From an optimization exercise on the open Yosys and OpenROAD flow, aimed at small area, a short achievable clock period and few clock cycles; shortcuts taken in it are not production practice.
The RTL was checked by simulation tests, not by an equivalence proof against the original design.
No activity file was given, so power comes from the tool's default toggle rates.

==> flow/design.v <==
package apdr_pkg;
  localparam logic [1:0] OP_WRITE = 2'd0;
  localparam logic [1:0] OP_RELAX = 2'd1;
  localparam logic [1:0] OP_READ  = 2'd2;
  localparam logic [6:0] PASS_LIMIT = 7'd64;
  typedef struct packed {
    logic [1:0] operation;
    logic [3:0] row;
    logic [3:0] col;
    logic [7:0] value;
  } in_item_t;
  typedef struct packed {
    logic [7:0] read_value;
    logic [6:0] pass_count;
  } out_item_t;
endpackage
module all_pairs_distance_relax_unit #(
  parameter int MAX_NODES = 16
) (
  input  logic      clk,
  input  logic      rst_n,
  input  logic      in_valid,
  output logic      in_stall,
  input  logic [17:0] in_data,
  output logic      out_valid,
  input  logic      out_stall,
  output logic [14:0] out_data,
  input  logic      cfg_wr_en,
  input  logic [4:0] cfg_wr_data
);
  localparam int N = 16;
  apdr_pkg::in_item_t in_item;
  assign in_item = apdr_pkg::in_item_t'(in_data);
  typedef enum logic [2:0] {
    S_IDLE = 3'd0,
    S_RDW  = 3'd1,
    S_RST  = 3'd2,
    S_RUN  = 3'd3,
    S_FL   = 3'd4
  } state_t;
  state_t          state_r, state_nx;
  logic            idle_r, run_r, run_bnd_r, fl_bnd_r;
  logic [4:0]      node_count_r;
  logic            out_valid_r;
  logic [14:0]     out_data_r;
  logic [3:0]      hd_r;
  logic [N-1:0]    hd_oh_r;
  logic [3:0]      x_r, xp_r, nm1_r;
  logic [4:0]      n_r;
  logic [N-1:0]    zm_r, mask_r, m_r;
  logic            pv_r, chg_r;
  logic [6:0]      pass_r;
  logic [N-1:0][7:0] r_r, n_q, p_r;
  logic [N-1:0]    xp_oh_r, x_oh_r;
  logic [3:0]      nx_r;
  logic            last_x_r, step_r, cap_r;
  logic [1:0][3:0]   b_row;
  logic [1:0][N-1:0] b_wv;
  logic [1:0]        b_rv, b_wany_r;
  logic              mru_r;
  logic              hv_r;
  logic [3:0]        h_row, h_col, q_row, q_col;
  logic [7:0]        h_val;
  assign out_valid = out_valid_r;
  assign out_data  = out_data_r;
  logic [N-1:0][N-1:0][7:0] ring;
  logic [N-1:0][7:0]        tail_in;
  logic [N-1:0][7:0] head_in;
  always_ff @(posedge clk) begin
    ring <= {tail_in, ring[N-1:2], head_in};
  end
  logic [N-1:0][7:0] head, rowy;
  assign head = ring[0];
  assign rowy = ring[0];
  logic [1:0] b_wany, b_fl;
  always_comb begin
    for (int k = 0; k < 2; k++) begin
      b_wany[k] = b_wany_r[k];
      b_fl[k]   = b_wany[k] && (b_row[k] == hd_r);
    end
    for (int j = 0; j < N; j++) begin
      if (b_fl[0] && b_wv[0][j])      tail_in[j] = r_r[j];
      else if (b_fl[1] && b_wv[1][j]) tail_in[j] = n_q[j];
      else                            tail_in[j] = rowy[j];
    end
  end
  function automatic logic sum_lt(input logic [7:0] a, input logic [7:0] b,
                                  input logic [7:0] c);
    logic [8:0] xs, yc, g, p;
    logic [8:0] g1, p1;
    logic       g2a, p2a, g2b, p2b, g30;
    xs[8] = 1'b1;
    yc[0] = 1'b1;
    for (int i = 0; i < 8; i++) begin
      xs[i]     = a[i] ^ b[i] ^ ~c[i];
      yc[i + 1] = (a[i] & b[i]) | (a[i] & ~c[i]) | (b[i] & ~c[i]);
    end
    g = xs & yc;
    p = xs | yc;
    for (int i = 0; i < 8; i += 2) begin
      g1[i + 1] = g[i + 1] | (p[i + 1] & g[i]);
      p1[i + 1] = p[i + 1] & p[i];
      g1[i]     = g[i];
      p1[i]     = p[i];
    end
    g1[8] = g[8];
    p1[8] = p[8];
    g2a = g1[3] | (p1[3] & g1[1]);
    p2a = p1[3] & p1[1];
    g2b = g1[7] | (p1[7] & g1[5]);
    p2b = p1[7] & p1[5];
    g30 = g2b | (p2b & g2a);
    sum_lt = !(g1[8] | (p1[8] & g30));
  endfunction
  logic [7:0]        ry_r;
  logic              step;
  logic [N-1:0]      upd;
  logic [N-1:0][7:0] sz;
  logic [N-1:0]      mask_fin;
  logic [N-1:0]      hd1_oh;
  logic [7:0]        ry_lane;
  always_comb begin
    step = step_r;
    for (int z = 0; z < N; z++) begin
      sz[z]  = ry_r + rowy[z];
      upd[z] = step && zm_r[z] && sum_lt(ry_r, rowy[z], r_r[z]);
    end
    mask_fin = mask_r | upd;
    hd1_oh = {hd_oh_r[N-2:0], hd_oh_r[N-1]};
    ry_lane = '0;
    for (int i = 0; i < N; i++) begin
      if (hd1_oh[i]) ry_lane = ry_lane | (upd[i] ? sz[i] : r_r[i]);
    end
  end
  logic run_bnd;
  assign run_bnd = run_bnd_r;
  logic [7:0]        ph1;
  logic              mh1, byp1;
  logic [N-1:0]      h_sel;
  logic [N-1:0][7:0] h_src, h_base;
  always_comb begin
    ph1 = '0;
    mh1 = 1'b0;
    for (int i = 0; i < N; i++) begin
      if (hd_oh_r[(i + N - 1) % N]) begin
        ph1 = ph1 | p_r[i];
        mh1 = mh1 | m_r[i];
      end
    end
    byp1 = |(xp_oh_r & {hd_oh_r[N-2:0], hd_oh_r[N-1]});
    for (int j = 0; j < N; j++) begin
      h_base[j] = ring[1][j];
      h_sel[j]  = 1'b0;
      h_src[j]  = sz[0];
      if (run_bnd) begin
        if (x_oh_r[0]) begin
          h_base[j] = r_r[j];
          h_sel[j]  = upd[j];
          h_src[j]  = sz[j];
        end else if (x_oh_r[j]) begin
          if (mask_r[0]) h_base[j] = r_r[0];
          h_sel[j] = upd[0];
        end
      end else if (pv_r && !fl_bnd_r) begin
        if (byp1)                   h_base[j] = p_r[j];
        else if (xp_oh_r[j] && mh1) h_base[j] = ph1;
      end
      head_in[j] = h_sel[j] ? h_src[j] : h_base[j];
    end
  end
  logic [N-1:0]      r_sel;
  logic [N-1:0][7:0] r_src, r_base, r_d;
  always_comb begin
    for (int k = 0; k < N; k++) begin
      r_sel[k]  = 1'b0;
      r_src[k]  = sz[k];
      r_base[k] = r_r[k];
      if (run_r) begin
        if (bnd) begin
          r_base[k] = cap_r ? rowy[k] : n_q[k];
          if (x_oh_r[k]) begin
            if (last_x) begin
              if (mask_r[0]) r_base[k] = r_r[0];
            end else if (k < N - 1) begin
              if (mask_r[(k + 1) % N]) r_base[k] = r_r[(k + 1) % N];
              r_sel[k] = upd[(k + 1) % N];
              r_src[k] = sz[(k + 1) % N];
            end
          end
        end else begin
          r_sel[k] = upd[k];
        end
      end else begin
        if (rst_go || ((rd_cap || pf_go) && mru_r)) r_base[k] = head[k];
        if (h_go0 && (4'(k) == h_col))              r_base[k] = h_val;
      end
      r_d[k] = r_sel[k] ? r_src[k] : r_base[k];
    end
  end
  logic [4:0] n_act;
  assign n_act = (node_count_r > 5'd16) ? 5'd16 : node_count_r;
  logic       bnd;       
  logic [3:0] nx;        
  logic       last_x;
  logic [3:0] nx_nx;     
  assign bnd    = hd_oh_r[N-1];
  assign last_x = last_x_r;
  assign nx     = nx_r;
  assign nx_nx  = (nx_r == nm1_r) ? 4'd0 : nx_r + 4'd1;
  logic [6:0] pass_inc;
  logic       chg_all, pass_more;
  assign pass_inc  = pass_r + 7'd1;
  assign chg_all   = chg_r || (|mask_r);
  assign pass_more = chg_all && (pass_inc < apdr_pkg::PASS_LIMIT);
  logic h_t0, h_t1, h_f0, h_f1, h_go0, h_go1, h_can;
  assign h_t0  = b_wany[0] && (b_row[0] == h_row);
  assign h_t1  = b_wany[1] && (b_row[1] == h_row);
  assign h_f0  = !b_wany[0];
  assign h_f1  = !b_wany[1];
  assign h_go0 = hv_r && (h_t0 || (!h_t1 && h_f0));
  assign h_go1 = hv_r && !h_go0 && (h_t1 || h_f1);
  assign h_can = h_go0 || h_go1;
  logic wbusy;           
  assign wbusy = hv_r || b_wany[0] || b_wany[1];
  assign in_stall = !idle_r || (hv_r && !h_can);
  logic accept;
  assign accept = in_valid && !in_stall;
  logic rh0, rh1;
  assign rh0 = b_rv[0] && (b_row[0] == in_item.row);
  assign rh1 = b_rv[1] && (b_row[1] == in_item.row);
  logic [3:0] pf_row;
  logic       pf_go;
  assign pf_row = (mru_r ? b_row[1] : b_row[0]) + 4'd1;
  assign pf_go  = idle_r && !wbusy && b_rv[mru_r] && (hd_r == pf_row)
                  && !(b_rv[!mru_r] && (b_row[!mru_r] == pf_row));
  logic rd_cap;
  assign rd_cap = (state_r == S_RDW) && !wbusy && (hd_r == q_row);
  logic rst_go;
  assign rst_go = (state_r == S_RST) && !wbusy && (hd_r == 4'd0);
  always_comb begin
    state_nx = state_r;
    case (state_r)
      S_IDLE: begin
        if (accept) begin
          if ((in_item.operation == apdr_pkg::OP_READ) && !(rh0 || rh1)) state_nx = S_RDW;
          if ((in_item.operation == apdr_pkg::OP_RELAX) && !(n_act < 5'd2)) state_nx = S_RST;
        end
      end
      S_RDW: if (rd_cap) state_nx = S_IDLE;
      S_RST: if (rst_go) state_nx = S_RUN;
      S_RUN: begin
        if (bnd && last_x && !pass_more) state_nx = (mask_r == '0) ? S_IDLE : S_FL;
      end
      S_FL: if (bnd) state_nx = S_IDLE;
      default: state_nx = S_IDLE;
    endcase
  end
  function automatic [N-1:0] oh(input [3:0] v);
    oh = 16'd1 << v;
  endfunction
  always_ff @(posedge clk) begin
    if (!rst_n) begin
      state_r      <= S_IDLE;
      idle_r       <= 1'b1;
      run_r        <= 1'b0;
      run_bnd_r    <= 1'b0;
      fl_bnd_r     <= 1'b0;
      out_valid_r  <= 1'b0;
      node_count_r <= 5'd16;
      hd_r         <= 4'd0;
      hd_oh_r      <= 16'd1;
      pv_r         <= 1'b0;
      hv_r         <= 1'b0;
      b_wv         <= '0;
      b_wany_r     <= '0;
      b_rv         <= '0;
    end else begin
      hd_r    <= hd_r + 4'd1;
      hd_oh_r <= {hd_oh_r[N-2:0], hd_oh_r[N-1]};
      state_r   <= state_nx;
      idle_r    <= (state_nx == S_IDLE);
      run_r     <= (state_nx == S_RUN);
      run_bnd_r <= (state_nx == S_RUN) && hd_oh_r[N-2];
      fl_bnd_r  <= (state_nx == S_FL) && hd_oh_r[N-2];
      if (out_valid_r && !out_stall) out_valid_r <= 1'b0;
      if (cfg_wr_en) node_count_r <= cfg_wr_data;
      for (int k = 0; k < 2; k++) begin
        if (b_fl[k]) begin
          b_wv[k]     <= '0;
          b_wany_r[k] <= 1'b0;
        end
      end
      if (h_go0) begin
        b_row[0]    <= h_row;
        b_wv[0]     <= (b_fl[0] ? 16'd0 : b_wv[0]) | oh(h_col);
        b_wany_r[0] <= 1'b1;
      end
      if (h_go1) begin
        b_row[1]    <= h_row;
        b_wv[1]     <= (b_fl[1] ? 16'd0 : b_wv[1]) | oh(h_col);
        b_wany_r[1] <= 1'b1;
      end
      if (h_can) hv_r <= 1'b0;
      if (pf_go) begin
        b_row[!mru_r] <= pf_row;
        b_rv[!mru_r]  <= 1'b1;
      end
      case (state_r)
        S_IDLE: begin
          if (accept) begin
            case (in_item.operation)
              apdr_pkg::OP_WRITE: begin
                hv_r        <= 1'b1;
                b_rv        <= '0;
                out_valid_r <= 1'b1;
                out_data_r  <= '0;
              end
              apdr_pkg::OP_READ: begin
                if (rh0 || rh1) begin
                  out_valid_r <= 1'b1;
                  out_data_r  <= {(rh0 ? r_r[in_item.col] : n_q[in_item.col]), 7'd0};
                  mru_r       <= rh1;
                end else begin
                end
              end
              apdr_pkg::OP_RELAX: begin
                if (n_act < 5'd2) begin
                  out_valid_r <= 1'b1;
                  out_data_r  <= {8'd0, 7'd1};
                end else begin
                  b_rv    <= '0;
                end
              end
              default: begin
                out_valid_r <= 1'b1;
                out_data_r  <= '0;
              end
            endcase
          end
        end
        S_RDW: begin
          if (rd_cap) begin
            b_row[!mru_r] <= q_row;
            b_rv[!mru_r]  <= 1'b1;
            mru_r         <= !mru_r;
            out_valid_r   <= 1'b1;
            out_data_r    <= {head[q_col], 7'd0};
          end
        end
        S_RST: begin
          if (rst_go) begin
          end
        end
        S_RUN: begin
          if (bnd) begin
            pv_r <= 1'b1;
            if (last_x) begin
              if (!pass_more) begin
                if (mask_r == '0) begin
                  pv_r        <= 1'b0;
                  out_valid_r <= 1'b1;
                  out_data_r  <= {8'd0, pass_inc};
                end else begin
                end
              end
            end
          end
        end
        S_FL: begin
          if (bnd) begin
            pv_r        <= 1'b0;
            out_valid_r <= 1'b1;
            out_data_r  <= {8'd0, pass_r};
          end
        end
        default: ;
      endcase
    end
  end
  always_ff @(posedge clk) begin
    if (accept) begin
      h_row <= in_item.row;
      h_col <= in_item.col;
      h_val <= in_item.value;
      q_row <= in_item.row;
      q_col <= in_item.col;
    end
    r_r <= r_d;
    if (run_r) begin
      if (cap_r) n_q <= rowy;
    end else begin
      if ((rd_cap || pf_go) && !mru_r) n_q <= head;
      if (h_go1) n_q[h_col] <= h_val;
    end
    begin
      logic       run_nx;
      logic [3:0] x_nx, nx_nxt, hd_nxt;
      run_nx = rst_go || ((state_r == S_RUN) && !(bnd && last_x && !pass_more));
      x_nx   = rst_go ? 4'd0 : (((state_r == S_RUN) && bnd) ? nx_r : x_r);
      nx_nxt = rst_go ? 4'd1 : (((state_r == S_RUN) && bnd) ? nx_nx : nx_r);
      hd_nxt = hd_r + 4'd1;
      step_r <= run_nx && ({1'b0, hd_nxt} < n_r) && (hd_nxt != x_nx);
      cap_r  <= (hd_nxt == nx_nxt);
    end
    if (rst_go)                          ry_r <= rowy[1];
    else if (run_bnd_r)                  ry_r <= r_d[0];
    else                                 ry_r <= ry_lane;
    case (state_r)
      S_IDLE: begin
        if (accept && in_item.operation == apdr_pkg::OP_RELAX) begin
          n_r    <= n_act;
          nm1_r  <= 4'(n_act - 5'd1);
        end
      end
      S_RST: begin
        x_r    <= 4'd0;
        x_oh_r <= 16'd1;
        nx_r   <= 4'd1;
        last_x_r <= 1'b0;
        pass_r <= '0;
        chg_r  <= 1'b0;
        mask_r <= '0;
        for (int z = 0; z < N; z++) zm_r[z] <= (5'(z) < n_r) && (z != 0);
      end
      default: ;
    endcase
    if (run_r) begin
        if (run_bnd_r) begin
          for (int k = 0; k < N; k++) p_r[k] <= upd[k] ? sz[k] : r_r[k];
          m_r    <= mask_fin;
          xp_r   <= x_r;
          xp_oh_r <= oh(x_r);
          x_r    <= nx;
          x_oh_r <= oh(nx);
          nx_r   <= nx_nx;
          last_x_r <= (nx_r == nm1_r);
          mask_r <= '0;
          for (int z = 0; z < N; z++) zm_r[z] <= (5'(z) < n_r) && (4'(z) != nx);
          if (last_x) begin
            pass_r <= pass_inc;
            chg_r  <= 1'b0;
          end
        end else begin
          mask_r <= mask_fin;
          if (hd_r == 4'd0 && x_r != 4'd0) chg_r <= chg_r || (|m_r);
        end
    end
  end
endmodule
==> flow/run.sh <==
#!/bin/bash
# synth_recipe.tcl (not shown) runs the flow's synth.tcl, then flattens the netlist and writes it again
# the make line also repeats each setting of config.mk as NAME=value (left out here)
make -C /OpenROAD-flow-scripts/flow DESIGN_CONFIG=/design/flow/config.mk WORK_HOME=/design/flow/orfs CLKGATE_MAP_FILE= SYNTH_SCRIPT=/design/flow/synth_recipe.tcl finish
==> flow/config.mk <==
export PLATFORM = sky130hd
export DESIGN_NAME = all_pairs_distance_relax_unit
export DESIGN_NICKNAME = all_pairs_distance_relax_unit
export VERILOG_FILES = /design/flow/design.v
export SDC_FILE = /design/flow/constraint.sdc
export NUM_CORES = 4
export LEC_CHECK = 0
export CAP_MARGIN = 20
export CORE_MARGIN = 2
export CORE_UTILIZATION = 40
export SLEW_MARGIN = 20
==> flow/constraint.sdc <==
create_clock -name core_clock -period 7.0 [get_ports {clk}]
set_input_delay 1.4000 -clock core_clock [delete_from_list [all_inputs] [get_ports {clk}]]
set_output_delay 1.4000 -clock core_clock [all_outputs]
set_load 0.01 [all_outputs]
==> impl_metrics.toml, run 1 <==
[clock_tree]
clk_pin_slew_ns = 0.07
cts-resized-gates = 0
cts_hold_buffers = 0
cts_root_buffer = "clkbuf_16"
clock_insertion_delay_worst_skew_ns = 0.99
cts_tree = "built"
cts_max_path_buffers = 4
numClockSinks = 2659
cts.htree.levels = 5
cts_made_buffers = 291
postCtsSetupBuffers = 0

[finish]
finalCoreUtilization_pct = 46.4
nets = 9483
drive_above_1_share_pct = 12.8
design_area_sq_um = 116000
synthToLayoutAreaGrowth_pct = 15.2

[timing]
max_slew.worst_pin.slew_ns = 1.43
setup_slack_ns = 1.08
slew-limit-headroom_pct = 4.69
layout_worst_path_cycle_share_pct = 84.5
grt_setup_unrepaired = "no"
setup_tns_ns = 0
max_clock_freq_mhz = 169
report.final.slew_viol_count = 0
timing.final.setup_violations = 0
finClkSkew_ns = 0.0816
timing.final.crit_period_ns = 5.92
final_hold_viol_count = 0

[placed_design]
gp_congestion = 1.12
place_worst_setup_slack_ns = 1.52
placement.io_buffers = 44
postPlaceCellArea_sq_um = 106000
post-dp-hpwl_um = 379000

[synthesis]
synth.cell_area_sq_um = 100000
post-synth-top-count-cell = "dfxtp_1"
synth.ff_latch_count = 2659
syn-instance-count = 9032
synth_nets = 9357
post_synth_main_area_contributors = "dfxtp_1 44%, edfxtp_1 14%, a21oi_1 5.2%, mux2i_1 4.3%, fa_1 2.9%"
netlist.top_cell.by_area = "dfxtp_1"
avgSynthCellArea_sq_um = 11.1
ys_dominant_reg_cell = "dfxtp_1"
ys_async_sr_fraction_pct = 0
post-synth-top-area-fraction_pct = 43.6
netlist_top_cells_count = "2186 x dfxtp_1, 1045 x a21oi_1, 701 x nand2_1, 543 x nor2_1, 473 x edfxtp_1"
synth-warning-count = 1
synth.lib_cells_used.distinct = 102
synth_sequential_area_ratio_pct = 57.7
synth_edf_count = 473

[routing]
vias = 83600
drt_drc_violations_left = 0
routed_wire_length_per_instance_um = 42.0
ant_nets = 0
first_pass_iters = 8
detail_route.vias_per_cell = 6.52
drtIter0Drc = 13300
finalWirelength_um = 538000

[global_route]
grt_antenna_before_repair = 101
grt_usage_pct = 40.8
grt_first_pass_wirelength_um = 701000
grt-ovfl-total = 0
number_of_global_route_vias_before_repair = 75100
grt_max_degree = 174

[floorplan]
io_pins = 45
die_area_sq_um = 255000
design.core.area_sq_um = 249000
die-width_um = 505
die-height_um = 505
num_rows = 183
floorplan.initialDensity_pct = 40.3

[power]
fin_total_pwr_mw = 37.5
total_leakage_power_nw = 44.7
irDropWorstVdd_v = 0.000275
power_per_cell_area_nw_per_um2 = 324

[setup_path]
worstReg2RegStart = "ry_r[2]"
crit_path_max_fanout = 7
crit-reg2reg-capture = "ry_r[3]"
critical_path.endpoint_type = "register"
setup.worst_path.end = "ry_r[3]"
worst-r2r-setup-slack_ns = 1.08
required_ns = 7.83
reg2reg_depth = 14
cp_data_arrival_time_ns = 6.74
start_kind = "register"
timing_worst_setup_path_type = "register to register"
startpoint = "ry_r[2]"

[hold_path]
worst_hold_path_type = "register to register"

[run]
max_cap_violations = 0

[run_status]
run_status = "timing/DRC/antenna clean"
## critical path, stage by stage, from the launching register on
cell,delay [ns]
dfxtp_1,0.57
inv_1,0.57
buf_4,0.48
fa_1,0.45
and3_1,0.19
a2111oi_1,0.43
a211oi_1,0.14
o221ai_1,0.83
buf_4,0.34
mux2_2,0.38
a22oi_1,0.22
nand3_1,0.15
nor2_1,0.44
nand4_1,0.33
o221a_2,0.22
## registers in the layout, summed over array words and instances (netlist names), 5 cells and up
signal / cells
out_data_r: 15
ring: 2048
node_count_r: 5
b_row: 8
hd_oh_r: 16
r_r: 128
pass_r: 7
h_val: 8
p_r: 128
n_q: 128
ry_r: 8
mask_r: 16
zm_r: 16
x_oh_r: 16
xp_oh_r: 16
n_r: 5
m_r: 16
b_wv: 32
## final cells by class
cell class | instances | area [sq um]
inverter | 281 | 1060
tap | 3330 | 4170
clock buffer | 391 | 8390
timing repair buffer | 378 | 3090
multi-input combinational | 5547 | 39500
antenna | 108 | 270
fill | 22900 | 133000
sequential | 2659 | 58000
clock inverter | 117 | 1210
## cell usage in the layout, fill, tap and decap left out, drive strengths merged, types with 80 or more instances in the layout
cell type	instances
clkbuf	391
nand3	274
dfxtp	2186
inv	305
nor2b	122
edfxtp	473
a221oi	162
nand2	703
diode	108
xnor2	80
a211oi	138
mux4	120
mux2	136
fa	144
o22ai	135
nor2	546
ha	153
mux2i	435
a221o	125
a21oi	1061
o21ai	366
buf	336
## stage by stage
| step | hold slack, ns | std cells |
|---|---|---|
| floorplan | 0.310 | 9032 |
| global placement | 0.310 | 12200 |
| detailed placement | 0.312 | 12200 |
| CTS | 0.281 | 12700 |
| finish | 0.285 | 12800 |
| global route | 0.286 | 12700 |
## how the worst min path moves through the flow
stage	slack, ns	end	depth (start not counted)	start
after global routing	0.29	ring[943]	0	ring[1071]
after global placement	0.31	ring[1084]	0	ring[1212]
after CTS	0.28	ring[1836]	0	ring[1964]
after detailed placement	0.31	ring[144]	0	ring[272]
after floorplan	0.31	ring[1000]	0	ring[1128]
final	0.28	ring[1077]	0	ring[1205]
## cell families after synthesis
family                     count (synthesis)  synth area share, %
xor gates and xnor gates                 129                 1.14
DFF                                     2659                 57.7
and+or+nand+nor                         1936                 8.65
buffers and inverters                    826                 3.22
adders and majority gates                316                 4.97
AOI/OAI and AO/OA                       2475                 15.7
muxes                                    691                 8.56
## power breakdown
part / total, mW / switching (mW) / internal (mW)
Combinational: 4.96 / 3.41 / 1.55
Sequential: 17.1 / 1.03 / 16.1
Clock: 15.4 / 6.42 / 9.01
## per-layer routing
metal / share of wire [%] / track usage, % / wire length [um]
met3: 13 / 15.4 / 70600
met4: 11 / 36.0 / 58300
met1: 37 / 50.1 / 197000
met2: 39 / 55.4 / 211000
met5: 0.15 / 1.18 / 805
Testbench counts, summed over its fixed seeds: cycles 33,432.
==> run 2: changes to the inputs <==
--- a/flow/design.v
+++ b/flow/design.v
@@ -84,53 +84,35 @@
       else                            tail_in[j] = rowy[j];
     end
   end
-  function automatic logic sum_lt(input logic [7:0] a, input logic [7:0] b,
-                                  input logic [7:0] c);
-    logic [8:0] xs, yc, g, p;
-    logic [8:0] g1, p1;
-    logic       g2a, p2a, g2b, p2b, g30;
-    xs[8] = 1'b1;
-    yc[0] = 1'b1;
-    for (int i = 0; i < 8; i++) begin
-      xs[i]     = a[i] ^ b[i] ^ ~c[i];
-      yc[i + 1] = (a[i] & b[i]) | (a[i] & ~c[i]) | (b[i] & ~c[i]);
-    end
-    g = xs & yc;
-    p = xs | yc;
-    for (int i = 0; i < 8; i += 2) begin
-      g1[i + 1] = g[i + 1] | (p[i + 1] & g[i]);
-      p1[i + 1] = p[i + 1] & p[i];
-      g1[i]     = g[i];
-      p1[i]     = p[i];
-    end
-    g1[8] = g[8];
-    p1[8] = p[8];
-    g2a = g1[3] | (p1[3] & g1[1]);
-    p2a = p1[3] & p1[1];
-    g2b = g1[7] | (p1[7] & g1[5]);
-    p2b = p1[7] & p1[5];
-    g30 = g2b | (p2b & g2a);
-    sum_lt = !(g1[8] | (p1[8] & g30));
-  endfunction
   logic [7:0]        ry_r;
   logic              step;
   logic [N-1:0]      upd;
   logic [N-1:0][7:0] sz;
   logic [N-1:0]      mask_fin;
   logic [N-1:0]      hd1_oh;
-  logic [7:0]        ry_lane;
+  logic [7:0]        ry_lane, ry_s1, ry_r1;
+  logic              ry_u1;
+  logic [N-1:0][8:0] dz;
   always_comb begin
     step = step_r;
     for (int z = 0; z < N; z++) begin
+      dz[z]  = {1'b0, r_r[z]} - {1'b0, rowy[z]};
       sz[z]  = ry_r + rowy[z];
-      upd[z] = step && zm_r[z] && sum_lt(ry_r, rowy[z], r_r[z]);
+      upd[z] = step && zm_r[z] && !dz[z][8] && (ry_r < dz[z][7:0]);
     end
     mask_fin = mask_r | upd;
     hd1_oh = {hd_oh_r[N-2:0], hd_oh_r[N-1]};
-    ry_lane = '0;
+    ry_s1 = '0;
+    ry_r1 = '0;
+    ry_u1 = 1'b0;
     for (int i = 0; i < N; i++) begin
-      if (hd1_oh[i]) ry_lane = ry_lane | (upd[i] ? sz[i] : r_r[i]);
+      if (hd1_oh[i]) begin
+        ry_s1 = ry_s1 | sz[i];
+        ry_r1 = ry_r1 | r_r[i];
+        ry_u1 = ry_u1 | upd[i];
+      end
     end
+    ry_lane = ry_u1 ? ry_s1 : ry_r1;
   end
   logic run_bnd;
   assign run_bnd = run_bnd_r;
@@ -222,7 +204,24 @@
   assign h_can = h_go0 || h_go1;
   logic wbusy;           
   assign wbusy = hv_r || b_wany[0] || b_wany[1];
-  assign in_stall = !idle_r || (hv_r && !h_can);
+  logic       in_stall_r;
+  logic       hv_nx;
+  logic [3:0] h_row_nx;
+  logic [1:0] b_wany_nx;
+  logic [1:0][3:0] b_row_nx;
+  logic       h_t0_nx, h_t1_nx, h_can_nx;
+  always_comb begin
+    hv_nx    = (hv_r && !h_can) || (accept && (in_item.operation == apdr_pkg::OP_WRITE));
+    h_row_nx = accept ? in_item.row : h_row;
+    for (int k = 0; k < 2; k++) begin
+      b_wany_nx[k] = (b_wany_r[k] && !b_fl[k]) || ((k == 0) ? h_go0 : h_go1);
+      b_row_nx[k]  = ((k == 0) ? h_go0 : h_go1) ? h_row : b_row[k];
+    end
+    h_t0_nx  = b_wany_nx[0] && (b_row_nx[0] == h_row_nx);
+    h_t1_nx  = b_wany_nx[1] && (b_row_nx[1] == h_row_nx);
+    h_can_nx = h_t0_nx || h_t1_nx || !b_wany_nx[0] || !b_wany_nx[1];
+  end
+  assign in_stall = in_stall_r;
   logic accept;
   assign accept = in_valid && !in_stall;
   logic rh0, rh1;
@@ -262,6 +261,7 @@
     if (!rst_n) begin
       state_r      <= S_IDLE;
       idle_r       <= 1'b1;
+      in_stall_r   <= 1'b0;
       run_r        <= 1'b0;
       run_bnd_r    <= 1'b0;
       fl_bnd_r     <= 1'b0;
@@ -278,6 +278,7 @@
       hd_r    <= hd_r + 4'd1;
       hd_oh_r <= {hd_oh_r[N-2:0], hd_oh_r[N-1]};
       state_r   <= state_nx;
+      in_stall_r <= (state_nx != S_IDLE) || (hv_nx && !h_can_nx);
       idle_r    <= (state_nx == S_IDLE);
       run_r     <= (state_nx == S_RUN);
       run_bnd_r <= (state_nx == S_RUN) && hd_oh_r[N-2];
--- a/flow/config.mk
+++ b/flow/config.mk
@@ -8,4 +8,7 @@
 export CAP_MARGIN = 20
 export CORE_MARGIN = 2
 export CORE_UTILIZATION = 40
+export CTS_CLUSTER_DIAMETER = 100
+export CTS_CLUSTER_SIZE = 30
+export SETUP_SLACK_MARGIN = 2.0
 export SLEW_MARGIN = 20
==> run 2 against run 1 <==
Compared with the run above:
- critical endpoint is now ry_r[7]
- cell area is 1.1% higher
- largest power group unchanged
- clock power is 39% lower
- largest cell class unchanged
- synthesized cell count is 6.0% higher
- sequential cell count is 5 higher
- sequential share of layout area is 0.37 points lower
- clock skew is 0.016 ns higher
- combinational power is 68% higher
- global-route usage is 2.1 points higher
- still clean
==> impl_metrics.toml, run 2 <==
[run_status]
run_status = "timing/DRC/antenna clean"

[setup_path]
cp_data_arrival_time_ns = 6.19
start_kind = "register"
crit_path_max_fanout = 9
critical_path.endpoint_type = "register"
required_ns = 7.76
timing_worst_setup_path_type = "register to register"

[clock_tree]
cts_root_buffer = "clkbuf_16"
clock_insertion_delay_worst_skew_ns = 0.93
cts_made_buffers = 139
clk_pin_slew_ns = 0.12
cts_hold_buffers = 0
cts_max_path_buffers = 4
cts.htree.levels = 4
cts_tree = "built"
numClockSinks = 2664

[synthesis]
post-synth-top-count-cell = "dfxtp_1"
synth_sequential_area_ratio_pct = 55.4
syn-instance-count = 9574
synth.lib_cells_used.distinct = 96
synth.cell_area_sq_um = 105000
synth.ff_latch_count = 2664
synth-warning-count = 1
post_synth_main_area_contributors = "dfxtp_1 42%, edfxtp_1 14%, mux2i_1 5.8%, ha_1 4.5%, a21oi_1 3.5%"
netlist_top_cells_count = "2191 x dfxtp_1, 739 x a21oi_1, 711 x nand2_1, 610 x mux2i_1, 513 x nor2_1"
synth_nets = 10000
ys_dominant_reg_cell = "dfxtp_1"
avgSynthCellArea_sq_um = 10.9
ys_async_sr_fraction_pct = 0
netlist.top_cell.by_area = "dfxtp_1"
post-synth-top-area-fraction_pct = 41.8
synth_edf_count = 473

[finish]
flip_flop_count_of_the_largest_register_after_layout = 2048
synthToLayoutAreaGrowth_pct = 11.6
finish.cell_count_without_fillers = 13400
design_area_sq_um = 117000
finalCoreUtilization_pct = 45.0
drive_above_1_share_pct = 12.6
filler_cell_count_in_the_final_layout = 24500
mostFrequentLayoutCells = "2131 x dfxtp_1, 708 x a21oi_1, 700 x nand2_1"
nets = 10100
registers.top_by_ff_count = "ring"
layout_commonest_cell = "dfxtp_1"

[timing]
report.final.slew_viol_count = 0
timing.final.setup_violations = 0
grt_setup_unrepaired = "yes"
max_clock_freq_mhz = 184
max_slew.worst_pin.slew_ns = 1.35
setup_tns_ns = 0
finClkSkew_ns = 0.0976
timing.final.crit_period_ns = 5.43
final_hold_viol_count = 0
setup_slack_ns = 1.57
layout_worst_path_cycle_share_pct = 77.6
slew-limit-headroom_pct = 9.81
whs_ns = 0.297

[floorplan]
die-width_um = 516
design.core.area_sq_um = 260000
num_rows = 187
io_pins = 45
die_area_sq_um = 266000
floorplan.initialDensity_pct = 40.3
die-height_um = 516

[routing]
vias = 88800
drtIter0Drc = 15800
finalWirelength_um = 588000
first_pass_iters = 9
drt_drc_violations_left = 0
detail_route.vias_per_cell = 6.65
routed_wire_length_per_instance_um = 44.0
ant_nets = 0

[global_route]
use_met2_pct = 58.2
met1_usage_pct = 53.0
number_of_global_route_vias_before_repair = 79900
grt_usage_pct = 42.9
gr-max-usage-layer = "met2"
grt_max_degree = 169
grt_first_pass_wirelength_um = 761000
grt-ovfl-total = 0
global_route.usage.met3_pct = 16.4
grt_antenna_before_repair = 154

[placed_design]
placement.io_buffers = 44
postPlaceCellArea_sq_um = 111000
gp_congestion = 1.15
post-dp-hpwl_um = 424000
place_worst_setup_slack_ns = 1.42
post-place-cells = 13000

[run]
max_cap_violations = 0

[hold_path]
worst_hold_path_type = "register to register"

[power]
total_leakage_power_nw = 45.9
fin_total_pwr_mw = 35.6
irDropWorstVdd_v = 0.000313
power_per_cell_area_nw_per_um2 = 304
run 2: changes by cell type in the layout (fill, tap and decap cells not counted), moves of 118 or more:
cell       delta
a21oi_1     -336
ha_1        +220
mux2i_1     +174
clkbuf_16   -161
a22oi_1     +158
buf_4       +144
o21ai_0     +137
nand3_1     -133
fa_1        -118
run 2: power breakdown:
group	switching [mW]	leakage, nW	internal, mW
registers	1.51	22.3	16.3
logic	5.82	21.5	2.49
clock network	5.46	2.11	3.99
total	12.8	45.9	22.8
run 2: kinds of logic after synthesis:
family	count (synthesis)	synth area share (%)
flip-flops	2664	55.4
AO/OA/AOI/OAI	2618	16.1
AND/OR/NAND/NOR	1866	8.11
buffers and inverters	898	3.33
multiplexers	874	9.87
adder cells (fa/ha/maj)	408	5.10
XOR/XNOR	246	2.07
run 2: final cells by class:
cell class / count / area, sq um / share of cell area [%]
diodes: 95 / 238 / 0.203
clock buffers: 161 / 3640 / 3.12
clock inverters: 49 / 733 / 0.627
inverters: 343 / 1320 / 1.13
multi-input cells: 6012 / 44100 / 37.7
flip-flops and latches: 2664 / 58200 / 49.8
well taps: 3496 / 4370 / 3.74
repair buffers: 533 / 4330 / 3.70
run 2: critical path, cell delays in order, from the launching register on:
cell      delay [ns]
dfxtp_2         0.85
buf_4           0.55
ha_1            0.32
a21oi_1         0.31
o211ai_1        0.18
o41ai_1         0.74
xnor2_1         0.27
nor2_1          0.18
a21oi_1         0.65
o221ai_1        0.68
nor4_1          0.45
o211ai_1        0.11
run 2: per-layer routing:
| metal | up-vias | wire length (um) |
|---|---|---|
| li1 | 35100 | - |
| met1 | 43600 | 219000 |
| met2 | 7641 | 229000 |
| met3 | 2450 | 77300 |
| met4 | 82 | 62100 |
| met5 | - | 909 |
run 2: final timing paths:
check	from	end	slack, ns	cells past startpoint
max	ry_r[1]	ry_r[7]	1.57	11
min	ring[763]	ring[635]	0.30	0
max reg2reg	ry_r[1]	ry_r[7]	1.57	11
min reg2reg	ring[763]	ring[635]	0.30	0
run 2: what timing repair did:
item,4_1_cts,5_1_grt
pin swaps,7,37
setup endpoints to repair,264,192
gates cloned,1,1
resized for setup,53,101
setup buffers,23,57
Testbench counts of run 2, summed over its fixed seeds: cycles 33,432.
==> run 3: changes to the inputs <==
--- a/flow/design.v
+++ b/flow/design.v
@@ -36,7 +36,8 @@
     S_RDW  = 3'd1,
     S_RST  = 3'd2,
     S_RUN  = 3'd3,
-    S_FL   = 3'd4
+    S_FL   = 3'd4,
+    S_RSW  = 3'd5
   } state_t;
   state_t          state_r, state_nx;
   logic            idle_r, run_r, run_bnd_r, fl_bnd_r;
@@ -90,7 +91,7 @@
   logic [N-1:0][7:0] sz;
   logic [N-1:0]      mask_fin;
   logic [N-1:0]      hd1_oh;
-  logic [7:0]        ry_lane, ry_s1, ry_r1;
+  logic [7:0]        ry_lane, ry_s1, ry_r1, ry_h1;
   logic              ry_u1;
   logic [N-1:0][8:0] dz;
   always_comb begin
@@ -102,16 +103,17 @@
     end
     mask_fin = mask_r | upd;
     hd1_oh = {hd_oh_r[N-2:0], hd_oh_r[N-1]};
-    ry_s1 = '0;
+    ry_h1 = '0;
     ry_r1 = '0;
     ry_u1 = 1'b0;
     for (int i = 0; i < N; i++) begin
       if (hd1_oh[i]) begin
-        ry_s1 = ry_s1 | sz[i];
+        ry_h1 = ry_h1 | rowy[i];
         ry_r1 = ry_r1 | r_r[i];
         ry_u1 = ry_u1 | upd[i];
       end
     end
+    ry_s1   = ry_r + ry_h1;
     ry_lane = ry_u1 ? ry_s1 : ry_r1;
   end
   logic run_bnd;
@@ -173,7 +175,7 @@
           r_sel[k] = upd[k];
         end
       end else begin
-        if (rst_go || ((rd_cap || pf_go) && mru_r)) r_base[k] = head[k];
+        if (rst_go || ((cap_any || pf_go) && mru_r)) r_base[k] = head[k];
         if (h_go0 && (4'(k) == h_col))              r_base[k] = h_val;
       end
       r_d[k] = r_sel[k] ? r_src[k] : r_base[k];
@@ -224,16 +226,25 @@
   assign in_stall = in_stall_r;
   logic accept;
   assign accept = in_valid && !in_stall;
-  logic rh0, rh1;
-  assign rh0 = b_rv[0] && (b_row[0] == in_item.row);
-  assign rh1 = b_rv[1] && (b_row[1] == in_item.row);
+  logic       rhm, rho, rsw_r;
+  logic [3:0] col_sel;
+  logic [7:0] rd_data;
+  assign rhm = b_rv[mru_r] && (b_row[mru_r] == in_item.row);
+  assign rho = b_rv[!mru_r] && (b_row[!mru_r] == in_item.row);
+  assign col_sel = rsw_r ? q_col : in_item.col;
+  assign rd_data = mru_r ? n_q[col_sel] : r_r[col_sel];
   logic [3:0] pf_row;
   logic       pf_go;
   assign pf_row = (mru_r ? b_row[1] : b_row[0]) + 4'd1;
-  assign pf_go  = idle_r && !wbusy && b_rv[mru_r] && (hd_r == pf_row)
+  assign pf_go  = (idle_r || rsw_r) && !wbusy && b_rv[mru_r] && (hd_r == pf_row)
                   && !(b_rv[!mru_r] && (b_row[!mru_r] == pf_row));
-  logic rd_cap;
-  assign rd_cap = (state_r == S_RDW) && !wbusy && (hd_r == q_row);
+  logic rd_cap, rd_late;
+  assign rd_cap  = (state_r == S_RDW) && !wbusy && (hd_r == q_row) && !rd_late;
+  assign rd_late = (state_r == S_RDW) && b_rv[!mru_r] && (b_row[!mru_r] == q_row);
+  logic rd_head, cap_any;
+  assign rd_head = accept && (in_item.operation == apdr_pkg::OP_READ) && !rhm && !rho
+                   && !wbusy && (in_item.row == hd_r);
+  assign cap_any = rd_cap || rd_head;
   logic rst_go;
   assign rst_go = (state_r == S_RST) && !wbusy && (hd_r == 4'd0);
   always_comb begin
@@ -241,11 +252,13 @@
     case (state_r)
       S_IDLE: begin
         if (accept) begin
-          if ((in_item.operation == apdr_pkg::OP_READ) && !(rh0 || rh1)) state_nx = S_RDW;
+          if ((in_item.operation == apdr_pkg::OP_READ) && !rhm)
+            state_nx = (rho || rd_head) ? S_RSW : S_RDW;
           if ((in_item.operation == apdr_pkg::OP_RELAX) && !(n_act < 5'd2)) state_nx = S_RST;
         end
       end
-      S_RDW: if (rd_cap) state_nx = S_IDLE;
+      S_RDW: if (rd_cap || rd_late) state_nx = S_RSW;
+      S_RSW: state_nx = S_IDLE;
       S_RST: if (rst_go) state_nx = S_RUN;
       S_RUN: begin
         if (bnd && last_x && !pass_more) state_nx = (mask_r == '0) ? S_IDLE : S_FL;
@@ -261,6 +274,7 @@
     if (!rst_n) begin
       state_r      <= S_IDLE;
       idle_r       <= 1'b1;
+      rsw_r        <= 1'b0;
       in_stall_r   <= 1'b0;
       run_r        <= 1'b0;
       run_bnd_r    <= 1'b0;
@@ -278,6 +292,7 @@
       hd_r    <= hd_r + 4'd1;
       hd_oh_r <= {hd_oh_r[N-2:0], hd_oh_r[N-1]};
       state_r   <= state_nx;
+      rsw_r     <= (state_nx == S_RSW);
       in_stall_r <= (state_nx != S_IDLE) || (hv_nx && !h_can_nx);
       idle_r    <= (state_nx == S_IDLE);
       run_r     <= (state_nx == S_RUN);
@@ -317,11 +332,15 @@
                 out_data_r  <= '0;
               end
               apdr_pkg::OP_READ: begin
-                if (rh0 || rh1) begin
+                out_data_r <= {rd_data, 7'd0};
+                if (rhm) begin
                   out_valid_r <= 1'b1;
-                  out_data_r  <= {(rh0 ? r_r[in_item.col] : n_q[in_item.col]), 7'd0};
-                  mru_r       <= rh1;
-                end else begin
+                end else if (rho) begin
+                  mru_r <= !mru_r;
+                end else if (rd_head) begin
+                  b_row[!mru_r] <= in_item.row;
+                  b_rv[!mru_r]  <= 1'b1;
+                  mru_r         <= !mru_r;
                 end
               end
               apdr_pkg::OP_RELAX: begin
@@ -344,9 +363,12 @@
             b_row[!mru_r] <= q_row;
             b_rv[!mru_r]  <= 1'b1;
             mru_r         <= !mru_r;
-            out_valid_r   <= 1'b1;
-            out_data_r    <= {head[q_col], 7'd0};
           end
+          if (rd_late) mru_r <= !mru_r;
+        end
+        S_RSW: begin
+          out_valid_r <= 1'b1;
+          out_data_r  <= {rd_data, 7'd0};
         end
         S_RST: begin
           if (rst_go) begin
@@ -390,7 +412,7 @@
     if (run_r) begin
       if (cap_r) n_q <= rowy;
     end else begin
-      if ((rd_cap || pf_go) && !mru_r) n_q <= head;
+      if ((cap_any || pf_go) && !mru_r) n_q <= head;
       if (h_go1) n_q[h_col] <= h_val;
     end
     begin
--- a/flow/config.mk
+++ b/flow/config.mk
@@ -7,8 +7,9 @@
 export LEC_CHECK = 0
 export CAP_MARGIN = 20
 export CORE_MARGIN = 2
-export CORE_UTILIZATION = 40
-export CTS_CLUSTER_DIAMETER = 100
-export CTS_CLUSTER_SIZE = 30
-export SETUP_SLACK_MARGIN = 2.0
+export CORE_UTILIZATION = 35
+export CTS_CLUSTER_DIAMETER = 80
+export CTS_CLUSTER_SIZE = 24
+export PLACE_DENSITY = 0.5
+export SETUP_SLACK_MARGIN = 2.5
 export SLEW_MARGIN = 20
==> run 3 against run 2 <==
Compared with the run above:
- non-clock buffer count is 4 lower
- register-to-register slack improved by 0.71 ns
- clock skew fell by 0.024 ns
- die area is 13% higher
- sequential power barely moved
- clock-buffer cell count is 42 higher
- global-route usage shrank 5.8 points
- area after synthesis shrank 1.1%
- sequential cell count up 1
- critical path type unchanged
- critical endpoint is now ring[126]
- largest cell class unchanged
- largest power group unchanged
==> impl_metrics.toml, run 3 <==
[setup_path]
start_kind = "register"
cp.depth = 12
critical_path.endpoint_type = "register"
cp_data_arrival_time_ns = 5.56
critPathMaxStageDelay_ns = 0.71
crit_path_max_fanout = 10
timing_worst_setup_path_type = "register to register"
timing.critical_path.cells = "a22o_1, a221oi_1, nand4_1, buf_6, buf_4, a31oi_4, buf_4, a22o_1, a22oi_1, nor2_1, a21oi_1, mux2i_1"
worst-r2r-setup-slack_ns = 2.28
reg2reg_depth = 12
slowest_stage = "buf_4"
cp_num_buf_inv = 3
kind_of_cell_adding_the_most_delay_to_the_critical_path = "compound AO/OA/AOI/OAI gates"
required_ns = 7.84

[floorplan]
num_rows = 199
die-height_um = 548
die-width_um = 548
floorplan.initialDensity_pct = 35.2
io_pins = 45
die_area_sq_um = 301000
design.core.area_sq_um = 294000

[finish]
nets = 10200
flip_flop_count_of_the_largest_register_after_layout = 2048
synthToLayoutAreaGrowth_pct = 14.0
layout_commonest_cell = "dfxtp_1"
finish.cell_count_without_fillers = 13800
drive_above_1_share_pct = 12.8
finalCoreUtilization_pct = 40.2
registers.top_by_ff_count = "ring"
mostFrequentLayoutCells = "2110 x dfxtp_1, 974 x a21oi_1, 763 x nand2_1"

[synthesis]
syn-instance-count = 9615
post-synth-top-area-fraction_pct = 42.3
synth_nets = 10100
netlist_top_cells_count = "2192 x dfxtp_1, 997 x a21oi_1, 775 x nand2_1, 482 x mux2i_1, 473 x edfxtp_1"
avgSynthCellArea_sq_um = 10.8
synth.lib_cells_used.distinct = 99
synth-warning-count = 1
synth_edf_count = 473
synth.cell_area_sq_um = 104000
ys_async_sr_fraction_pct = 0
synth_sequential_area_ratio_pct = 56.0
netlist.top_cell.by_area = "dfxtp_1"
post_synth_main_area_contributors = "dfxtp_1 42%, edfxtp_1 14%, a21oi_1 4.8%, mux2i_1 4.7%, ha_1 4.6%"
ys_dominant_reg_cell = "dfxtp_1"
synth.ff_latch_count = 2665
post-synth-top-count-cell = "dfxtp_1"

[routing]
drtIter0Drc = 14700
finalWirelength_um = 577000
vias = 87600
first_pass_iters = 9
routed_wire_length_per_instance_um = 41.7
drt_drc_violations_left = 0
detail_route.vias_per_cell = 6.33
ant_nets = 0

[power]
irDropWorstVdd_v = 0.000207
total_leakage_power_nw = 46.2
power_per_cell_area_nw_per_um2 = 293

[timing]
max_clock_freq_mhz = 212
final_hold_viol_count = 0
slew-limit-headroom_pct = 6.54
report.final.slew_viol_count = 0
grt_setup_unrepaired = "yes"
whs_ns = 0.297
timing.final.setup_violations = 0
setup_tns_ns = 0
setup_slack_ns = 2.28
max_slew.worst_pin.slew_ns = 1.40
finClkSkew_ns = 0.0738
timing.final.crit_period_ns = 4.72
layout_worst_path_cycle_share_pct = 67.4

[clock_tree]
cts.htree.levels = 4
clock_insertion_delay_worst_skew_ns = 0.97
cts_max_path_buffers = 4
numClockSinks = 2665
cts_tree = "built"
cts_hold_buffers = 0
cts_root_buffer = "clkbuf_16"
clk_pin_slew_ns = 0.09
cts_made_buffers = 180

[placed_design]
post-dp-hpwl_um = 412000
placement.io_buffers = 44
gp_congestion = 1.11
place_worst_setup_slack_ns = 1.39
post-place-cells = 13300

[global_route]
grt_usage_pct = 37.1
grt_antenna_before_repair = 134
grt_first_pass_wirelength_um = 749000
grt-ovfl-total = 0
number_of_global_route_vias_before_repair = 78900
grt_max_degree = 105

[hold_path]
worst_hold_path_type = "register to register"
min_path_cells = 0

[run_status]
run_status = "timing/DRC/antenna clean"

[run]
max_cap_violations = 0
==> run 3: cell count changes in the layout (fill, tap and decap cells not counted), sizes merged, moves of 79 or more <==
cell | previous run | this run
a21oi | 745 | 999
mux2i | 610 | 482
o211ai | 147 | 34
a22oi | 217 | 109
a22o | 96 | 196
a221oi | 127 | 209
o21ai | 552 | 473
==> run 3: path summary, 6_finish.rpt <==
kind                                  from         end
worst max-delay path            xp_oh_r[1]   ring[126]
worst min-delay path            ring[1952]  ring[1824]
worst max register to register  xp_oh_r[1]   ring[126]
worst min register to register  ring[1952]  ring[1824]
==> run 3: final cells by class <==
cell class                      instances  area [sq um]
Timing Repair Buffer                  529          4390
Sequential cell                      2665         58300
Fill cell                           28400        176000
Tap cell                             3919          4900
Multi-Input combinational cell       6043         43200
Inverter                              323          1280
Antenna cell                           65           163
Clock inverter                         88          1330
Clock buffer                          203          4650
==> run 3: per-layer routing <==
| metal | up-vias | global-route usage (%) | routed length [um] |
|---|---|---|---|
| met5 | - | 0 | 540 |
| met2 | 7002 | 50.5 | 226000 |
| li1 | 35300 | - | - |
| met4 | 66 | 30.0 | 54700 |
| met3 | 2008 | 12.8 | 72200 |
| met1 | 43200 | 47.2 | 223000 |
==> run 3: logic make-up (layout without fill, tap and decap cells) <==
kind of cell	count (synthesis)	in the layout	synth area share [%]
simple gates	1832	1834	7.95
fa+ha+maj	418	418	5.28
compound gates	2855	2855	17.8
buf+inv	909	1143	3.37
mux	654	654	7.22
other cells	0	65	0
xor+xnor	282	282	2.38
flops	2665	2665	56.0
==> run 3: what timing repair did <==
action / 4_1_cts / 5_1_grt
setup buffers: 65 / 62
hold endpoints to repair: 0 / 0
pin swaps: 13 / 21
setup endpoints to repair: 488 / 420
gates cloned: 1 / 4
gates resized for setup: 122 / 173
==> run 3: stage by stage <==
stage / power, mW / instance area (sq um)
after floorplan: 19.8 / 104000
after global placement: 23.0 / 110000
after detailed placement: 23.0 / 110000
after CTS: 34.3 / 117000
after global routing: 35.4 / 118000
final: 34.6 / 118000
==> run 3: power breakdown <==
part | leakage [nW] | internal, mW | switching, mW
registers | 22.3 | 16.3 | 1.32
clock network | 2.89 | 5.26 | 6.08
logic | 20.9 | 1.78 | 3.89
Testbench counts of run 3, summed over its fixed seeds: cycles 33,408.
==> run 4: changes to the inputs <==
--- a/flow/config.mk
+++ b/flow/config.mk
@@ -7,9 +7,8 @@
 export LEC_CHECK = 0
 export CAP_MARGIN = 20
 export CORE_MARGIN = 2
-export CORE_UTILIZATION = 35
+export CORE_UTILIZATION = 40
 export CTS_CLUSTER_DIAMETER = 80
 export CTS_CLUSTER_SIZE = 24
-export PLACE_DENSITY = 0.5
-export SETUP_SLACK_MARGIN = 2.5
+export SETUP_SLACK_MARGIN = 2.0
 export SLEW_MARGIN = 20
==> run 4 against run 3 <==
Compared with the run above:
- register-to-register slack worse by 0.39 ns
- cell area down 2.4%
- sequential cell count stayed put
- utilization grew 4.6 points
- die area down 12%
- highest routed layer unchanged
- non-clock buffer count decreased by 117
- combinational power decreased by 7.6%
- critical path depth shrank 2
- clock-buffer cell count decreased by 14
- critical path type unchanged
==> impl_metrics.toml, run 4 <==
[clock_tree]
cts.htree.levels = 4
cts_max_path_buffers = 3
numClockSinks = 2665
cts_hold_buffers = 0
cts_made_buffers = 166
clk_pin_slew_ns = 0.10
clock_insertion_delay_worst_skew_ns = 0.93
cts_root_buffer = "clkbuf_16"
cts_tree = "built"

[timing]
timing.final.crit_period_ns = 5.11
whs_ns = 0.294
max_clock_freq_mhz = 196
max_slew.worst_pin.slew_ns = 1.41
layout_worst_path_cycle_share_pct = 72.9
final_hold_viol_count = 0
timing.final.setup_violations = 0
finClkSkew_ns = 0.0787
grt_setup_unrepaired = "yes"
setup_tns_ns = 0
slew-limit-headroom_pct = 5.26
report.final.slew_viol_count = 0

[synthesis]
synth_sequential_area_ratio_pct = 56.0
synth_edf_count = 473
netlist_top_cells_count = "2192 x dfxtp_1, 997 x a21oi_1, 775 x nand2_1, 482 x mux2i_1, 473 x edfxtp_1"
ys_async_sr_fraction_pct = 0
post-synth-top-area-fraction_pct = 42.3
post-synth-top-count-cell = "dfxtp_1"
netlist.top_cell.by_area = "dfxtp_1"
synth.cell_area_sq_um = 104000
ys_dominant_reg_cell = "dfxtp_1"
avgSynthCellArea_sq_um = 10.8
synth-warning-count = 1
syn-instance-count = 9615
post_synth_main_area_contributors = "dfxtp_1 42%, edfxtp_1 14%, a21oi_1 4.8%, mux2i_1 4.7%, ha_1 4.6%"
synth_nets = 10100
synth.ff_latch_count = 2665
synth.lib_cells_used.distinct = 99

[floorplan]
die-height_um = 513
die_area_sq_um = 263000
die-width_um = 513
floorplan.initialDensity_pct = 40.3
design.core.area_sq_um = 257000
io_pins = 45
num_rows = 186

[hold_path]
worst_hold_path_type = "register to register"

[finish]
flip_flop_count_of_the_largest_register_after_layout = 2048
mostFrequentLayoutCells = "2142 x dfxtp_1, 995 x a21oi_1, 767 x nand2_1"
layout_commonest_cell = "dfxtp_1"
synthToLayoutAreaGrowth_pct = 11.2
registers.top_by_ff_count = "ring"
filler_cell_count_in_the_final_layout = 24000
drive_above_1_share_pct = 10.1
nets = 10100

[power]
power.clock.fraction_pct = 31.6
total_leakage_power_nw = 45.2
switchingPower_mw = 10.9
power_per_cell_area_nw_per_um2 = 293
irDropWorstVdd_v = 0.000273
switching_share_pct = 32.3
cell_internal_pwr_mw = 22.9
share_comb_of_total_power_pct = 15.5
register_share_of_total_power_pct = 52.9

[routing]
vias = 88100
ant_nets = 0
drt_drc_violations_left = 0
drtIter0Drc = 15300
routed_wire_length_per_instance_um = 41.2
first_pass_iters = 9
finalWirelength_um = 542000
detail_route.vias_per_cell = 6.69

[setup_path]
timing.critical_path.cells = "buf_4, mux2i_1, xor2_1, nor3b_2, a31o_2, o211ai_4, nand2_2, nand2_4, a31oi_1, a221o_1"
cp_data_arrival_time_ns = 5.87
required_ns = 7.77
timing_worst_setup_path_type = "register to register"
critical_path.endpoint_type = "register"
start_kind = "register"
crit_path_max_fanout = 66
critPathMaxStageDelay_ns = 0.93
slowest_stage = "a31oi_1"

[placed_design]
post-dp-hpwl_um = 385000
placement.io_buffers = 44
gp_congestion = 1.17

[global_route]
grt_first_pass_wirelength_um = 714000
grt_usage_pct = 40.0
grt_max_degree = 113
grt_antenna_before_repair = 125
number_of_global_route_vias_before_repair = 79400
grt-ovfl-total = 0

[run]
max_cap_violations = 0

[run_status]
run_status = "timing/DRC/antenna clean"
-- run 4: cell types whose count changed in the layout (fill, tap and decap cells not counted), sizes merged --
cell,delta
clkbuf,-14
nor2,-1
clkinv,+5
inv,-2
clkinvlp,-13
buf,-117
nand2,-1
diode,+13
-- run 4: per-stage QoR --
| stage | util, % | cell area, sq um | setup WS [ns] | power [mW] | std cells |
|---|---|---|---|---|---|
| floorplan | - | 104000 | 2.57 | 19.8 | 9615 |
| global placement | 42.3 | 109000 | 1.52 | 22.8 | 12800 |
| detailed placement | 42.3 | 109000 | 1.51 | 22.8 | 12800 |
| CTS | 44.6 | 115000 | 2.02 | 33.4 | 13100 |
| global route | 44.8 | 115000 | 1.91 | 34.4 | 13100 |
| finish | 44.8 | 115000 | 1.89 | 33.8 | 13200 |
-- run 4: routing by layer --
metal  wire, um  GRT usage (%)
met4      58000           34.9
met3      81300           19.4
met1     196000           47.7
met5        475          0.731
met2     206000           52.8
-- run 4: final timing paths --
kind,end,cells past startpoint,startpoint,slack (ns)
setup / recovery,n_q[106],10,mru_r,1.89
hold / removal,ring[944],0,ring[1072],0.29
setup reg to reg,n_q[106],10,mru_r,1.89
hold reg to reg,ring[944],0,ring[1072],0.29
-- run 4: final cells by class --
class | instances | area, sq um | share of cell area [%]
sequential | 2665 | 58200 | 50.4
multi-input combinational | 6041 | 42600 | 37.0
clock buffer | 189 | 4310 | 3.74
tap | 3384 | 4230 | 3.67
timing repair buffer | 412 | 3300 | 2.86
clock inverter | 78 | 1280 | 1.11
inverter | 323 | 1240 | 1.07
antenna | 78 | 195 | 0.169
-- run 4: power by group through the flow --
| stage | Sequential [mW] | Clock, mW | Combinational, mW |
|---|---|---|---|
| after detailed placement | 18.0 | 0 | 4.79 |
| after CTS | 17.7 | 10.9 | 4.82 |
| after global routing | 17.7 | 11.4 | 5.28 |
| final | 17.9 | 10.7 | 5.24 |
| after floorplan | 17.0 | 0 | 2.76 |
| after global placement | 18.1 | 0 | 4.74 |
-- run 4: what timing repair did --
action                                  4_1_cts  5_1_grt
setup buffers                                 9       29
pin swaps                                     2        4
endpoints found under the setup margin       76      259
resized for setup                            17       43
-- run 4: kinds of logic (layout without fill, tap and decap cells) --
group / Yosys count / in the layout / share of synthesized area (%)
AOI/OAI and AO/OA: 2855 / 2855 / 17.8
adders and majority gates: 418 / 418 / 5.28
xor gates and xnor gates: 282 / 282 / 2.38
other: 0 / 78 / 0
DFF: 2665 / 2665 / 56.0
buffers and inverters: 909 / 1002 / 3.37
muxes: 654 / 654 / 7.22
and+or+nand+nor: 1832 / 1832 / 7.95
-- run 4: worst max-delay path, delay by kind of cell, from the launching register on --
family                 cells  cell delay [ns]
AO/OA/AOI/OAI              4             1.70
AND/OR/NAND/NOR            3             1.24
flip-flops                 1             0.66
multiplexers               1             0.56
buffers and inverters      1             0.41
XOR/XNOR                   1             0.26
==> run 5: changes to the inputs <==
--- a/flow/design.v
+++ b/flow/design.v
@@ -118,20 +118,35 @@
   end
   logic run_bnd;
   assign run_bnd = run_bnd_r;
-  logic [7:0]        ph1;
-  logic              mh1, byp1;
+  logic [7:0]        ph1_r, ph1_n;
+  logic              mh1_r, byp1_r, mh1_n, byp1_n, pv_n;
+  logic [N-1:0]      hd2_oh;
   logic [N-1:0]      h_sel;
   logic [N-1:0][7:0] h_src, h_base;
   always_comb begin
-    ph1 = '0;
-    mh1 = 1'b0;
-    for (int i = 0; i < N; i++) begin
-      if (hd_oh_r[(i + N - 1) % N]) begin
-        ph1 = ph1 | p_r[i];
-        mh1 = mh1 | m_r[i];
+    pv_n = pv_r;
+    if (run_bnd) pv_n = !(last_x && !pass_more && (mask_r == '0));
+    if (fl_bnd_r) pv_n = 1'b0;
+    hd2_oh = {hd_oh_r[N-3:0], hd_oh_r[N-1:N-2]};
+    ph1_n  = '0;
+    mh1_n  = 1'b0;
+    byp1_n = 1'b0;
+    if (run_bnd) begin
+      ph1_n  = upd[1] ? sz[1] : r_r[1];
+      mh1_n  = pv_n && mask_fin[1];
+      byp1_n = pv_n && x_oh_r[1];
+    end else begin
+      for (int i = 0; i < N; i++) begin
+        if (hd2_oh[i]) begin
+          ph1_n = ph1_n | p_r[i];
+          mh1_n = mh1_n | m_r[i];
+        end
       end
+      mh1_n  = pv_n && mh1_n;
+      byp1_n = pv_n && (|(xp_oh_r & hd2_oh));
     end
-    byp1 = |(xp_oh_r & {hd_oh_r[N-2:0], hd_oh_r[N-1]});
+  end
+  always_comb begin
     for (int j = 0; j < N; j++) begin
       h_base[j] = ring[1][j];
       h_sel[j]  = 1'b0;
@@ -145,9 +160,9 @@
           if (mask_r[0]) h_base[j] = r_r[0];
           h_sel[j] = upd[0];
         end
-      end else if (pv_r && !fl_bnd_r) begin
-        if (byp1)                   h_base[j] = p_r[j];
-        else if (xp_oh_r[j] && mh1) h_base[j] = ph1;
+      end else begin
+        if (byp1_r)                   h_base[j] = p_r[j];
+        else if (xp_oh_r[j] && mh1_r) h_base[j] = ph1_r;
       end
       head_in[j] = h_sel[j] ? h_src[j] : h_base[j];
     end
@@ -274,6 +289,8 @@
     if (!rst_n) begin
       state_r      <= S_IDLE;
       idle_r       <= 1'b1;
+      mh1_r        <= 1'b0;
+      byp1_r       <= 1'b0;
       rsw_r        <= 1'b0;
       in_stall_r   <= 1'b0;
       run_r        <= 1'b0;
@@ -292,6 +309,9 @@
       hd_r    <= hd_r + 4'd1;
       hd_oh_r <= {hd_oh_r[N-2:0], hd_oh_r[N-1]};
       state_r   <= state_nx;
+      ph1_r     <= ph1_n;
+      mh1_r     <= mh1_n;
+      byp1_r    <= byp1_n;
       rsw_r     <= (state_nx == S_RSW);
       in_stall_r <= (state_nx != S_IDLE) || (hv_nx && !h_can_nx);
       idle_r    <= (state_nx == S_IDLE);
--- a/flow/config.mk
+++ b/flow/config.mk
@@ -7,8 +7,9 @@
 export LEC_CHECK = 0
 export CAP_MARGIN = 20
 export CORE_MARGIN = 2
-export CORE_UTILIZATION = 40
+export CORE_UTILIZATION = 35
 export CTS_CLUSTER_DIAMETER = 80
 export CTS_CLUSTER_SIZE = 24
-export SETUP_SLACK_MARGIN = 2.0
+export PLACE_DENSITY = 0.5
+export SETUP_SLACK_MARGIN = 2.5
 export SLEW_MARGIN = 20
==> run 5 against run 4 <==
Compared with the run above:
- still clean on timing, DRC and antenna
- register-to-register slack gained 0.45 ns
- clock skew decreased by 0.0063 ns
- sequential cell count increased by 10
- final cell count grew 6.3%
- non-clock buffer count is 152 higher
- clock power rose by 5%
- wire length increased by 5.0%
- highest routed layer unchanged
==> impl_metrics.toml, run 5 <==
[placed_design]
placement.io_buffers = 44
gp_congestion = 1.16
postPlaceCellArea_sq_um = 110000
post-dp-hpwl_um = 408000

[setup_path]
required_ns = 7.70
worst-r2r-setup-slack_ns = 2.34
crit_path_max_fanout = 16
reg2reg_depth = 6
start_kind = "register"
crit-reg2reg-capture = "ring[2031]"
timing_worst_setup_path_type = "register to register"
worstReg2RegStart = "hd_r[3]"
cp_data_arrival_time_ns = 5.35
critical_path.endpoint_type = "register"

[routing]
ant_nets = 0
first_pass_iters = 7
highest-signal-layer = "met5"
vias = 88600
drtIter0Drc = 14900
routed_wire_length_per_instance_um = 40.7
met3_wirelength_um = 75600
detail_route.vias_per_cell = 6.33
wl_met2_um = 220000
met1_length_um = 215000
finalWirelength_um = 570000
drt_drc_violations_left = 0

[floorplan]
num_rows = 200
io_pins = 45
die-width_um = 549
die_area_sq_um = 301000
floorplan.initialDensity_pct = 35.1
die-height_um = 549
design.core.area_sq_um = 296000

[synthesis]
post-synth-top-count-cell = "dfxtp_1"
synth_edf_count = 481
synth.lib_cells_used.distinct = 101
netlist.top_cell.by_area = "dfxtp_1"
syn-instance-count = 9662
synth_nets = 10100
netlist_top_cells_count = "2194 x dfxtp_1, 971 x a21oi_1, 800 x nand2_1, 571 x mux2i_1, 523 x o21ai_0"
synth_sequential_area_ratio_pct = 56.2
ys_dominant_reg_cell = "dfxtp_1"
synth-warning-count = 1
synth.cell_area_sq_um = 104000
synth.ff_latch_count = 2675
post_synth_main_area_contributors = "dfxtp_1 42%, edfxtp_1 14%, mux2i_1 5.5%, a21oi_1 4.7%, ha_1 4.6%"
avgSynthCellArea_sq_um = 10.8
ys_async_sr_fraction_pct = 0
post-synth-top-area-fraction_pct = 42.3

[timing]
slew-limit-headroom_pct = 8.96
timing.final.setup_violations = 0
report.final.slew_viol_count = 0
setup_tns_ns = 0
timing.final.crit_period_ns = 4.66
finClkSkew_ns = 0.0724
layout_worst_path_cycle_share_pct = 66.5
max_slew.worst_pin.slew_ns = 1.37
grt_setup_unrepaired = "yes"
final_hold_viol_count = 0
max_clock_freq_mhz = 215

[hold_path]
worst_hold_path_ep = "ring[298]"
worst_hold_path_type = "register to register"
min_path_cells = 0
hp-start = "ring[426]"

[finish]
flip_flop_count_of_the_largest_register_after_layout = 2048
design_area_sq_um = 119000
nets = 10300
mostFrequentLayoutCells = "2109 x dfxtp_1, 936 x a21oi_1, 788 x nand2_1"
registers.top_by_ff_count = "ring"
layout_commonest_cell = "dfxtp_1"
synthToLayoutAreaGrowth_pct = 14.6
drive_above_1_share_pct = 13.5

[clock_tree]
cts_made_buffers = 180
cts_root_buffer = "clkbuf_16"
cts_max_path_buffers = 4
cts_tree = "built"
cts.htree.levels = 4
numClockSinks = 2675
clk_pin_slew_ns = 0.10
clock_insertion_delay_worst_skew_ns = 0.96

[global_route]
number_of_global_route_vias_before_repair = 79300
grt_max_degree = 145
grt_antenna_before_repair = 113
grt_first_pass_wirelength_um = 742000
grt-ovfl-total = 0
grt_usage_pct = 36.6

[power]
irDropWorstVdd_v = 0.000208
power_per_cell_area_nw_per_um2 = 290
total_leakage_power_nw = 47.3

[run]
max_cap_violations = 0

[run_status]
run_status = "timing/DRC/antenna clean"
[run 5: through the flow]
step | hold WS (ns) | instances | total power [mW] | utilization, % | setup slack, ns
after floorplan | 0.310 | 9662 | 19.9 | - | 2.58
after global routing | 0.310 | 13900 | 35.3 | 40.1 | 2.32
final | 0.302 | 14000 | 34.5 | 40.2 | 2.34
after CTS | 0.295 | 13800 | 34.2 | 39.7 | 2.44
after global placement | 0.310 | 13400 | 22.9 | 37.2 | 1.19
after detailed placement | 0.312 | 13400 | 23.0 | 37.2 | 1.24
[run 5: kinds of logic (layout without fill, tap and decap cells)]
| kind of cell | count (synthesis) | after routing | share of synthesized area [%] |
|---|---|---|---|
| muxes | 769 | 769 | 8.37 |
| buffers and inverters | 880 | 1167 | 3.24 |
| and+or+nand+nor | 1877 | 1879 | 7.90 |
| adders and majority gates | 418 | 418 | 5.27 |
| other | 0 | 113 | 0 |
| xor gates and xnor gates | 280 | 280 | 2.37 |
| DFF | 2675 | 2675 | 56.2 |
| AOI/OAI and AO/OA | 2763 | 2763 | 16.6 |
[run 5: area by class of cell]
type / instances / area, sq um
Fill cell: 28600 / 177000
Timing Repair Buffer: 564 / 4710
Inverter: 319 / 1280
Antenna cell: 113 / 283
Sequential cell: 2675 / 58600
Tap cell: 3939 / 4930
Clock inverter: 83 / 1250
Multi-Input combinational cell: 6109 / 43400
Clock buffer: 201 / 4650
[run 5: where the power goes]
group | internal, mW | switching (mW)
Clock | 5.19 | 6.06
Sequential | 16.4 | 1.41
Combinational | 1.73 | 3.68
[run 5: how the worst max path moves through the flow]
stage               cells after the start    endpoint  slack [ns]     start
CTS                                     9     r_r[52]        2.44  b_row[2]
global placement                       17     ry_r[3]        1.19   r_r[65]
floorplan                              16     r_r[24]        2.58   r_r[33]
detailed placement                     17     ry_r[3]        1.24   r_r[65]
finish                                  6  ring[2031]        2.34   hd_r[3]
global route                           20     ry_r[1]        2.32   r_r[96]
[run 5: timing repair]
action                                  4_1_cts  5_1_grt
pin swaps                                    24       91
gates cloned                                  2        3
endpoints found under the setup margin      550      413
gates resized for setup                     188      159
hold buffers                                  0        0
setup buffers                                97       68
[run 5: routing by layer]
layer,up-vias,GRT usage [%]
met3,2206,12.9
met5,-,0.174
met4,44,32.0
li1,35400,-
met1,43500,46.4
met2,7468,48.8
[run 5: critical path: stages (launching register included)]
cell and delay [ns]:
dfxtp_1 0.75, xor2_1 0.18, nor4_1 0.75, and2_2 0.94
nand2_1 0.53, mux2i_1 0.22, a21oi_1 0.98
Testbench counts of run 5, summed over its fixed seeds: cycles 33,408.

==> re-timing with driven ports <==
No port has a modelled driver above. Below, the same layouts with a new extraction and two added sets of constraints.
Step 1 assumes that a clkbuf_16 drives the clock port and a buf_2 every other input.
Step 2 times the ports against the registers' clock, not the clock port: input delays grow and output delays shrink by t, the midpoint of the rising clock arrivals with the driver on.
Three values: ideal, step 1, step 2; two values: the first two.
run | shift t [ns] | slack for setup (ns) | latest minus earliest clock arrival (ns)
run 1 | 1.051 | 1.082 / 1.082 / 1.082 | 0.081 / 0.081
run 2 | 0.984 | 1.570 / 1.570 / 1.505 | 0.098 / 0.097
run 3 | 1.037 | 2.284 / 2.284 / 1.466 | 0.079 / 0.078
run 4 | 0.994 | 1.895 / 1.895 / 1.309 | 0.084 / 0.085
run 5 | 1.024 | 2.343 / 2.343 / 1.762 | 0.073 / 0.073
After both steps setup and hold are still met in every run listed. The setup slack of run 3, which loses most, moves by 0.000 ns with the drivers and by -0.818 ns with both steps.
